What follows belongs to an exercise in optimizing a design on an open flow for a short achievable clock period and few clock cycles per item; a production flow would make more cautious choices.
In this exercise RTL edits were held to simulation tests only and were not proved equivalent to the original.
No activity file was given, so power comes from the tool's default toggle rates.

--- config.mk ---
export PLATFORM = sky130hd
export DESIGN_NAME = pipeline_cpu
export DESIGN_NICKNAME = pipeline_cpu
export VERILOG_FILES = /design/flow/design.v
export SDC_FILE = /design/flow/constraint.sdc
export NUM_CORES = 4
export LEC_CHECK = 0
export CAP_MARGIN = 20
export CORE_MARGIN = 2
export CORE_UTILIZATION = 40
export SLEW_MARGIN = 20
--- constraint.sdc ---
create_clock -name core_clock -period 8.5 [get_ports {clk}]
set_input_delay 1.7000 -clock core_clock [delete_from_list [all_inputs] [get_ports {clk}]]
set_output_delay 1.7000 -clock core_clock [all_outputs]
set_load 0.01 [all_outputs]
--- design.v ---
package cpu_pkg;
    localparam int xlen = 32;
    localparam int reg_addr_width = 5;
    localparam int pc_step = 4;
    localparam int reset_pc = 0;
    typedef logic [xlen-1:0] word_t;
    typedef logic [reg_addr_width-1:0] reg_addr_t;
    localparam int opcode_lsb = 0;
    localparam int opcode_msb = 6;
    localparam int rd_lsb = 7;
    localparam int rd_msb = 11;
    localparam int funct3_lsb = 12;
    localparam int funct3_msb = 14;
    localparam int rs1_lsb = 15;
    localparam int rs1_msb = 19;
    localparam int rs2_lsb = 20;
    localparam int rs2_msb = 24;
    localparam int funct7_lsb = 25;
    localparam int funct7_msb = 31;
    localparam logic [2:0] f3_add = 3'b000;
    localparam logic [2:0] f3_sll = 3'b001;
    localparam logic [2:0] f3_slt = 3'b010;
    localparam logic [2:0] f3_xor = 3'b100;
    localparam logic [2:0] f3_srl = 3'b101;
    localparam logic [2:0] f3_or = 3'b110;
    localparam logic [2:0] f3_and = 3'b111;
    localparam logic [2:0] f3_beq = 3'b000;
    localparam logic [2:0] f3_bne = 3'b001;
    localparam logic [6:0] f7_sub = 7'b0100000;  
    typedef enum logic [6:0] {
        op_imm    = 7'b0010011,
        op_reg    = 7'b0110011,
        op_lui    = 7'b0110111,
        op_auipc  = 7'b0010111,
        op_jal    = 7'b1101111,
        op_branch = 7'b1100011
    } opcode_e;
    typedef enum logic [3:0] {
        alu_add,
        alu_sub,
        alu_and,
        alu_or,
        alu_xor,
        alu_slt,
        alu_sll,
        alu_srl,
        alu_pass_b
    } alu_op_e;
endpackage
module fetch_stage (
    input  logic clk,
    input  logic rst,
    output cpu_pkg::word_t imem_addr,
    input  cpu_pkg::word_t imem_data,
    input  logic id_stall,
    input  logic redirect_valid,
    input  cpu_pkg::word_t redirect_pc,
    output logic if_valid,
    output cpu_pkg::word_t if_pc,
    output cpu_pkg::word_t if_instr
);
    cpu_pkg::word_t pc;
    assign imem_addr = pc;  
    always_ff @(posedge clk) begin
        if (rst) begin
            pc <= cpu_pkg::word_t'(cpu_pkg::reset_pc);
            if_valid <= 1'b0;
        end else if (redirect_valid) begin
            pc <= redirect_pc;
            if_valid <= 1'b0;  
        end else if (!id_stall) begin
            pc <= pc + cpu_pkg::word_t'(cpu_pkg::pc_step);
            if_valid <= 1'b1;
        end
    end
    always_ff @(posedge clk) begin
        if (!id_stall && !redirect_valid) begin
            if_pc <= pc;
            if_instr <= imem_data;
        end
    end
endmodule
module decode_stage (
    input  logic clk,
    input  logic rst,
    input  logic if_valid,
    input  cpu_pkg::word_t if_pc,
    input  cpu_pkg::word_t if_instr,
    output logic id_stall,
    output logic redirect_valid,
    output cpu_pkg::word_t redirect_pc,
    output cpu_pkg::reg_addr_t rs1_addr,
    output cpu_pkg::reg_addr_t rs2_addr,
    input  cpu_pkg::word_t rs1_data,
    input  cpu_pkg::word_t rs2_data,
    input  cpu_pkg::reg_addr_t ex_rd,
    input  logic ex_write_en,
    output logic id_valid,
    output cpu_pkg::word_t id_pc,
    output cpu_pkg::alu_op_e id_alu_op,
    output cpu_pkg::word_t id_operand_a,
    output cpu_pkg::word_t id_operand_b,
    output cpu_pkg::reg_addr_t id_rd,
    output logic id_write_en,
    output logic id_illegal
);
    cpu_pkg::opcode_e opcode;
    cpu_pkg::reg_addr_t rd;
    logic [2:0] funct3;
    logic [6:0] funct7;
    cpu_pkg::word_t imm_i;
    cpu_pkg::word_t imm_u;
    cpu_pkg::word_t imm_b;
    cpu_pkg::word_t imm_j;
    logic legal;
    logic uses_rs1;
    logic uses_rs2;
    logic write_en;
    cpu_pkg::alu_op_e alu_op;
    cpu_pkg::word_t operand_a;
    cpu_pkg::word_t operand_b;
    logic branch_hit;
    logic hazard;
    logic accept;
    function automatic cpu_pkg::alu_op_e funct3_op(input logic [2:0] f3, input logic sub);
        case (f3)
            cpu_pkg::f3_add: funct3_op = sub ? cpu_pkg::alu_sub : cpu_pkg::alu_add;
            cpu_pkg::f3_sll: funct3_op = cpu_pkg::alu_sll;
            cpu_pkg::f3_slt: funct3_op = cpu_pkg::alu_slt;
            cpu_pkg::f3_xor: funct3_op = cpu_pkg::alu_xor;
            cpu_pkg::f3_srl: funct3_op = cpu_pkg::alu_srl;
            cpu_pkg::f3_or: funct3_op = cpu_pkg::alu_or;
            cpu_pkg::f3_and: funct3_op = cpu_pkg::alu_and;
            default: funct3_op = cpu_pkg::alu_add;  
        endcase
    endfunction
    assign opcode = cpu_pkg::opcode_e'(if_instr[cpu_pkg::opcode_msb:cpu_pkg::opcode_lsb]);
    assign rd = if_instr[cpu_pkg::rd_msb:cpu_pkg::rd_lsb];
    assign funct3 = if_instr[cpu_pkg::funct3_msb:cpu_pkg::funct3_lsb];
    assign funct7 = if_instr[cpu_pkg::funct7_msb:cpu_pkg::funct7_lsb];
    assign rs1_addr = if_instr[cpu_pkg::rs1_msb:cpu_pkg::rs1_lsb];
    assign rs2_addr = if_instr[cpu_pkg::rs2_msb:cpu_pkg::rs2_lsb];
    assign imm_i = {{20{if_instr[31]}}, if_instr[31:20]};
    assign imm_u = {if_instr[31:12], 12'b0};
    assign imm_b = {{19{if_instr[31]}}, if_instr[31], if_instr[7], if_instr[30:25],
                    if_instr[11:8], 1'b0};
    assign imm_j = {{11{if_instr[31]}}, if_instr[31], if_instr[19:12], if_instr[20],
                    if_instr[30:21], 1'b0};
    always_comb begin
        legal = 1'b1;
        uses_rs1 = 1'b0;
        uses_rs2 = 1'b0;
        write_en = 1'b1;
        alu_op = cpu_pkg::alu_add;
        operand_a = rs1_data;
        operand_b = imm_i;
        case (opcode)
            cpu_pkg::op_imm: begin
                uses_rs1 = 1'b1;
                alu_op = funct3_op(funct3, 1'b0);
            end
            cpu_pkg::op_reg: begin
                uses_rs1 = 1'b1;
                uses_rs2 = 1'b1;
                operand_b = rs2_data;
                alu_op = funct3_op(funct3, funct7 == cpu_pkg::f7_sub);
            end
            cpu_pkg::op_lui: begin
                operand_a = '0;
                operand_b = imm_u;
                alu_op = cpu_pkg::alu_pass_b;
            end
            cpu_pkg::op_auipc: begin
                operand_a = if_pc;
                operand_b = imm_u;
            end
            cpu_pkg::op_jal: begin
                operand_a = if_pc;  
                operand_b = cpu_pkg::word_t'(cpu_pkg::pc_step);
            end
            cpu_pkg::op_branch: begin
                uses_rs1 = 1'b1;
                uses_rs2 = 1'b1;
                write_en = 1'b0;
            end
            default: begin
                legal = 1'b0;
                write_en = 1'b0;
            end
        endcase
    end
    assign branch_hit = (funct3 == cpu_pkg::f3_beq && rs1_data == rs2_data)
                     || (funct3 == cpu_pkg::f3_bne && rs1_data != rs2_data);
    assign hazard = ex_write_en && ((uses_rs1 && rs1_addr == ex_rd)
                                 || (uses_rs2 && rs2_addr == ex_rd));
    assign id_stall = if_valid && hazard;
    assign accept = if_valid && !hazard;
    assign redirect_valid = accept && (opcode == cpu_pkg::op_jal || (opcode == cpu_pkg::op_branch && branch_hit));
    assign redirect_pc = if_pc + ((opcode == cpu_pkg::op_jal) ? imm_j : imm_b);
    always_ff @(posedge clk) begin
        if (rst) begin
            id_valid <= 1'b0;
        end else begin
            id_valid <= accept;  
        end
    end
    always_ff @(posedge clk) begin
        id_pc <= if_pc;
        id_alu_op <= alu_op;
        id_operand_a <= operand_a;
        id_operand_b <= operand_b;
        id_rd <= rd;
        id_write_en <= write_en;
        id_illegal <= !legal;
    end
endmodule
module register_file (
    input  logic clk,
    input  logic rst,
    input  cpu_pkg::reg_addr_t rs1_addr,
    input  cpu_pkg::reg_addr_t rs2_addr,
    output cpu_pkg::word_t rs1_data,
    output cpu_pkg::word_t rs2_data,
    input  logic write_en,
    input  cpu_pkg::reg_addr_t write_addr,
    input  cpu_pkg::word_t write_data
);
    cpu_pkg::word_t regs [2**cpu_pkg::reg_addr_width];
    function automatic cpu_pkg::word_t read_port(input cpu_pkg::reg_addr_t addr);
        if (addr == '0) begin
            read_port = '0;
        end else if (write_en && write_addr == addr) begin
            read_port = write_data;  
        end else begin
            read_port = regs[addr];
        end
    endfunction
    always_ff @(posedge clk) begin
        if (rst) begin
            for (int i = 0; i < 2**cpu_pkg::reg_addr_width; i++) begin
                regs[i] <= '0;
            end
        end else if (write_en && write_addr != '0) begin
            regs[write_addr] <= write_data;
        end
    end
    always_comb begin
        rs1_data = read_port(rs1_addr);
        rs2_data = read_port(rs2_addr);
    end
endmodule
module execute_stage (
    input  logic clk,
    input  logic rst,
    input  logic id_valid,
    input  cpu_pkg::word_t id_pc,
    input  cpu_pkg::alu_op_e id_alu_op,
    input  cpu_pkg::word_t id_operand_a,
    input  cpu_pkg::word_t id_operand_b,
    input  cpu_pkg::reg_addr_t id_rd,
    input  logic id_write_en,
    input  logic id_illegal,
    output cpu_pkg::reg_addr_t ex_rd,
    output logic ex_write_en,
    output logic retire_valid,
    output cpu_pkg::word_t retire_pc,
    output cpu_pkg::reg_addr_t retire_rd,
    output cpu_pkg::word_t retire_data,
    output logic retire_illegal
);
    cpu_pkg::word_t alu_result;
    logic [cpu_pkg::reg_addr_width-1:0] shamt;
    logic writes;
    assign shamt = id_operand_b[cpu_pkg::reg_addr_width-1:0];
    always_comb begin
        case (id_alu_op)
            cpu_pkg::alu_add: alu_result = id_operand_a + id_operand_b;
            cpu_pkg::alu_sub: alu_result = id_operand_a - id_operand_b;
            cpu_pkg::alu_and: alu_result = id_operand_a & id_operand_b;
            cpu_pkg::alu_or: alu_result = id_operand_a | id_operand_b;
            cpu_pkg::alu_xor: alu_result = id_operand_a ^ id_operand_b;
            cpu_pkg::alu_slt: alu_result = cpu_pkg::word_t'($signed(id_operand_a) < $signed(id_operand_b));
            cpu_pkg::alu_sll: alu_result = id_operand_a << shamt;
            cpu_pkg::alu_srl: alu_result = id_operand_a >> shamt;
            cpu_pkg::alu_pass_b: alu_result = id_operand_b;
            default: alu_result = '0;
        endcase
    end
    assign writes = id_write_en && !id_illegal && id_rd != '0;
    assign ex_rd = id_rd;
    assign ex_write_en = id_valid && writes;
    always_ff @(posedge clk) begin
        if (rst) begin
            retire_valid <= 1'b0;
        end else begin
            retire_valid <= id_valid;
        end
    end
    always_ff @(posedge clk) begin
        retire_pc <= id_pc;
        retire_rd <= writes ? id_rd : '0;
        retire_data <= writes ? alu_result : '0;
        retire_illegal <= id_illegal;
    end
endmodule
module pipeline_cpu (
    input  logic clk,
    input  logic rst,
    output cpu_pkg::word_t imem_addr,
    input  cpu_pkg::word_t imem_data,
    output logic retire_valid,
    output cpu_pkg::word_t retire_pc,
    output cpu_pkg::reg_addr_t retire_rd,
    output cpu_pkg::word_t retire_data,
    output logic retire_illegal
);
    logic if_valid;
    cpu_pkg::word_t if_pc;
    cpu_pkg::word_t if_instr;
    logic id_stall;
    logic redirect_valid;
    cpu_pkg::word_t redirect_pc;
    cpu_pkg::reg_addr_t rs1_addr;
    cpu_pkg::reg_addr_t rs2_addr;
    cpu_pkg::word_t rs1_data;
    cpu_pkg::word_t rs2_data;
    logic id_valid;
    cpu_pkg::word_t id_pc;
    cpu_pkg::alu_op_e id_alu_op;
    cpu_pkg::word_t id_operand_a;
    cpu_pkg::word_t id_operand_b;
    cpu_pkg::reg_addr_t id_rd;
    logic id_write_en;
    logic id_illegal;
    cpu_pkg::reg_addr_t ex_rd;
    logic ex_write_en;
    fetch_stage u_fetch (
        .clk(clk), .rst(rst), .imem_addr(imem_addr), .imem_data(imem_data),
        .id_stall(id_stall), .redirect_valid(redirect_valid), .redirect_pc(redirect_pc),
        .if_valid(if_valid), .if_pc(if_pc), .if_instr(if_instr)
    );
    decode_stage u_decode (
        .clk(clk), .rst(rst), .if_valid(if_valid), .if_pc(if_pc), .if_instr(if_instr),
        .id_stall(id_stall), .redirect_valid(redirect_valid), .redirect_pc(redirect_pc),
        .rs1_addr(rs1_addr), .rs2_addr(rs2_addr), .rs1_data(rs1_data), .rs2_data(rs2_data),
        .ex_rd(ex_rd), .ex_write_en(ex_write_en), .id_valid(id_valid), .id_pc(id_pc),
        .id_alu_op(id_alu_op), .id_operand_a(id_operand_a), .id_operand_b(id_operand_b),
        .id_rd(id_rd), .id_write_en(id_write_en), .id_illegal(id_illegal)
    );
    register_file u_regs (
        .clk(clk), .rst(rst), .rs1_addr(rs1_addr), .rs2_addr(rs2_addr),
        .rs1_data(rs1_data), .rs2_data(rs2_data), .write_en(retire_valid),
        .write_addr(retire_rd), .write_data(retire_data)
    );
    execute_stage u_execute (
        .clk(clk), .rst(rst), .id_valid(id_valid), .id_pc(id_pc), .id_alu_op(id_alu_op),
        .id_operand_a(id_operand_a), .id_operand_b(id_operand_b), .id_rd(id_rd),
        .id_write_en(id_write_en), .id_illegal(id_illegal), .ex_rd(ex_rd),
        .ex_write_en(ex_write_en), .retire_valid(retire_valid), .retire_pc(retire_pc),
        .retire_rd(retire_rd), .retire_data(retire_data), .retire_illegal(retire_illegal)
    );
endmodule
--- run.sh ---
#!/bin/bash
# synth_recipe.tcl (not shown) runs the flow's synth.tcl, then flattens the netlist and writes it again
# the make line also repeats each setting of config.mk as NAME=value (left out here)
make -C /OpenROAD-flow-scripts/flow DESIGN_CONFIG=/design/flow/config.mk WORK_HOME=/design/flow/orfs CLKGATE_MAP_FILE= SYNTH_SCRIPT=/design/flow/synth_recipe.tcl finish
==> flow_metrics.env <==
export IMPL_num_rows=157
export IMPL_yosysMostFrequentCell="edfxtp_1"
export IMPL_clkLatencyLatePin_ns=0.84
export IMPL_place_area_mm2=0.0782
export IMPL_ys_seq_area_share_pct=50.5
export IMPL_cts_sinks=1310
export IMPL_antenna_found_initial=18
export IMPL_fin_area_mm2=0.0832
export IMPL_routedWlPerCell_um=35.3
export IMPL_die_width_um=433
export IMPL_critical_path_max_stage_delay_ns=0.99
export IMPL_crit_fanout=49
export IMPL_ys_warn_count=4
export IMPL_vias_per_cell=6.48
export IMPL_layout_drive_gt1_share_pct=19.6
export IMPL_synth_area_mm2=0.0735
export IMPL_crit_slowest_cell="a221oi_1"
export IMPL_hold_class="flip-flop to flip-flop"
export IMPL_core_area_mm2=0.183
export IMPL_ir_drop_mv=0.157
export IMPL_cts_setup_buffers=0
export IMPL_yosys_register_bits=1310
export IMPL_drcViolationCount=0
export IMPL_synth_top_cell_area_share_pct=44.4
export IMPL_drt_wl_total_um=293000
export IMPL_firstDrtPassIters=6
export IMPL_cp_cell_sequence="buf_12, buf_4, mux4_2, mux4_2, a221oi_1, xnor2_1, nor4_1, nand4_1, o31ai_1, o211ai_4, nand2b_1, inv_2, buf_4"
export IMPL_finalCriticalPeriod_ns=6.73
export IMPL_startpoint_type="flip-flop"
export IMPL_cp_data_required_time_ns=8.95
export IMPL_slew_headroom_pct=5.89
export IMPL_ant_nets=0
export IMPL_finalSetupViolCount=0
export IMPL_cts_tree="built"
export IMPL_fin_tns_setup_ns=0
export IMPL_port_buffers=136
export IMPL_grt_pass1_vias=52400
export IMPL_power_density_mw_per_mm2=198
export IMPL_synthTopCellsByCount="edfxtp_1 (1088), and2_1 (1040), mux4_2 (566)"
export IMPL_clk_pin_slew_worst_paths_ns=0.07
export IMPL_tightestPinTransition_ns=1.41
export IMPL_dieHeight_um=433
export IMPL_vias=53800
export IMPL_end_kind="flip-flop"
export IMPL_nets=5873
export IMPL_p_leak_uw=0.0299
export IMPL_dieArea_mm2=0.187
export IMPL_num_fill_cells=16200
export IMPL_drv_cap=0
export IMPL_pin_count=137
export IMPL_final_max_slew_viol_count=0
export IMPL_fmax_ghz=0.149
export IMPL_path_class="flip-flop to flip-flop"
export IMPL_dp_hpwl_um=190000
export IMPL_finalCritPeriodShare_pct=79.2
export IMPL_outcome="timing/DRC/antenna clean"
export IMPL_hold_start="u_decode.id_pc[7]"
export IMPL_synth_top_cell_by_area="edfxtp_1"
export IMPL_initial_core_util_pct=40.2
export IMPL_critPathArrivalTime_ns=7.19
export IMPL_synth_area_leaders="edfxtp_1 (44%), mux4_2 (17%), and2_1 (8.9%), dfxtp_1 (6.0%), ha_1 (2.2%)"
export IMPL_ctsHoldBuffers=0
export IMPL_synth_cells=5734
export IMPL_gp_congestion=1.00
export IMPL_areaGrowthSynthToFinish_pct=13.2
export IMPL_cts_buffers=146
export IMPL_grt_total_usage_pct=31.0
export IMPL_synth_distinct_cells=92
export IMPL_avgSynthCellArea_um2=12.8
export IMPL_synthArstFlopShare_pct=0
export IMPL_grt_overflow=0
export IMPL_hold_viol_final=0
export IMPL_grt_max_degree=88
export IMPL_grt_pass1_wl_um=410000
export IMPL_cts_root_buf="clkbuf_16"
export IMPL_rsz0062_at_grt="no"
export IMPL_cts_resized=0
export IMPL_cts_max_path_buffers=3
export IMPL_htreeDepth=4
export IMPL_synth_edf_count=1088
export IMPL_fin_worst_skew_ns=0.0596
export IMPL_ys_flop_type="edfxtp_1"
export IMPL_first_iter_violations=7968
==> flip-flops by register name, indices dropped and copies added, names as in the netlist, 4 cells and up, named ones only <==
signal and flops:
u_decode.id_alu_op 4, u_decode.id_operand_a 32, u_decode.id_operand_b 32, u_decode.id_pc 32
u_decode.id_rd 5, u_execute.retire_data 32, u_execute.retire_pc 32, u_execute.retire_rd 5
u_fetch.if_instr 32, u_fetch.if_pc 32, u_fetch.pc 32, u_regs.regs 1024
==> metal layers <==
layer,GRT usage [%],share of wire [%]
met1,39.8,37
met4,15.1,5.7
met3,8.28,11
met5,0,0.029
met2,48.6,46
==> cells in the final DEF (no fill, tap or decap), types with 17 or more instances in the layout <==
cell type | synthesis | routed
a211oi_1 | 91 | 89
a21o_1 | 39 | 39
a21oi_1 | 138 | 138
a221o_1 | 32 | 32
a221oi_1 | 47 | 46
a22oi_1 | 148 | 148
a31oi_1 | 27 | 27
and2_1 | 1040 | 1039
and3_1 | 21 | 21
buf_4 | 8 | 173
bufinv_16 | 0 | 17
clkbuf_1 | 416 | 30
clkbuf_16 | 0 | 150
clkdlybuf4s50_1 | 0 | 135
clkinv_1 | 1 | 20
clkinv_2 | 0 | 21
conb_1 | 1 | 32
dfxtp_1 | 222 | 210
edfxtp_1 | 1088 | 1088
ha_1 | 128 | 128
inv_1 | 116 | 113
mux2_2 | 17 | 17
mux2i_1 | 103 | 103
mux4_2 | 566 | 566
nand2_1 | 242 | 241
nand2b_1 | 24 | 24
nand3_1 | 53 | 52
nand4_1 | 17 | 17
nor2_1 | 273 | 239
nor2_4 | 0 | 21
nor3_1 | 83 | 81
nor4_1 | 19 | 18
o211ai_1 | 23 | 23
o21ai_0 | 201 | 170
o21ai_4 | 0 | 31
o21bai_1 | 30 | 30
o22ai_1 | 52 | 52
xnor2_1 | 72 | 72
xor2_1 | 22 | 22
==> area by class of cell <==
type                       count  area [um2]  share of cell area, %
antenna                        7        17.5                 0.0211
clock buffer                 183        3910                   4.70
clock inverter                88        1070                   1.28
inverter                     119         454                  0.546
multi-input combinational   3803       34500                   41.5
sequential                  1310       37100                   44.6
tap                         2464        3080                   3.71
timing repair buffer         328        3030                   3.64
==> logic make-up after synthesis <==
group	synth area share [%]
multiplexers	19.1
flip-flops	50.5
other	0.00510
AO/OA/AOI/OAI	9.30
XOR/XNOR	1.12
buffers and inverters	3.62
AND/OR/NAND/NOR	14.1
adder cells (fa/ha/maj)	2.26
==> report_power, final <==
group | switching [uW] | internal, uW | total, uW
registers | 247 | 7170 | 7410
logic | 1460 | 892 | 2360
clock network | 2840 | 3830 | 6660
==> per-stage QoR <==
stage / total power, uW / setup WS (ns) / cells / utilization [%] / hold slack [ns]
2_1_floorplan: 8890 / 3.22 / 5765 / - / 0.310
3_3_place_gp: 9800 / 1.15 / 8018 / 42.7 / 0.312
3_5_place_dp: 9810 / 1.95 / 8024 / 42.8 / 0.312
4_1_cts: 16400 / 1.98 / 8295 / 45.5 / 0.328
5_1_grt: 16800 / 1.61 / 8295 / 45.5 / 0.332
6_report: 16400 / 1.77 / 8302 / 45.5 / 0.324
==> path summary, 6_finish.rpt <==
check,endpoint,slack [ns],cells past startpoint
max,u_fetch.if_pc[4],1.77,13
min,u_execute.retire_pc[7],0.32,0
max reg2reg,u_fetch.if_pc[4],1.77,13
min reg2reg,u_execute.retire_pc[7],0.32,0
==> critical path, delay by kind of cell, from the launching register on <==
family	cells	cell delay, ns
simple gates	3	0.99
mux	2	1.11
buf+inv	4	1.61
xor+xnor	1	0.25
flops	1	0.56
compound gates	3	1.77
Testbench counts, summed over its fixed seeds: cycles 106,608, instrs 80,000.

separate check: timing with driven ports:
How much do the figures lean on ideal ports? The routed layout below was timed once more, with nothing changed but the port constraints.
Step 1 sets driving cells, clkbuf_16 on the clock port and buf_2 on the other inputs (assumed; they add their load-dependent delay and slew).
Step 2 moves the port delays by t, midway between the first and last clock arrival at a register: inputs arrive t later, outputs are due t later. That takes back most of the time a late clock gives input paths.
a / b / c = ideal ports / drivers / drivers and shift; a / b = the first two.
t, ns: 0.892
slack for setup (ns): 1.766 / 1.766 / 1.766
worst setup path at the end: register to register
pins driven straight from the clock port: 1
After both steps this run still meets setup and hold. For this run, drivers alone change the setup slack by 0.000 ns; drivers and shift together by 0.000 ns.
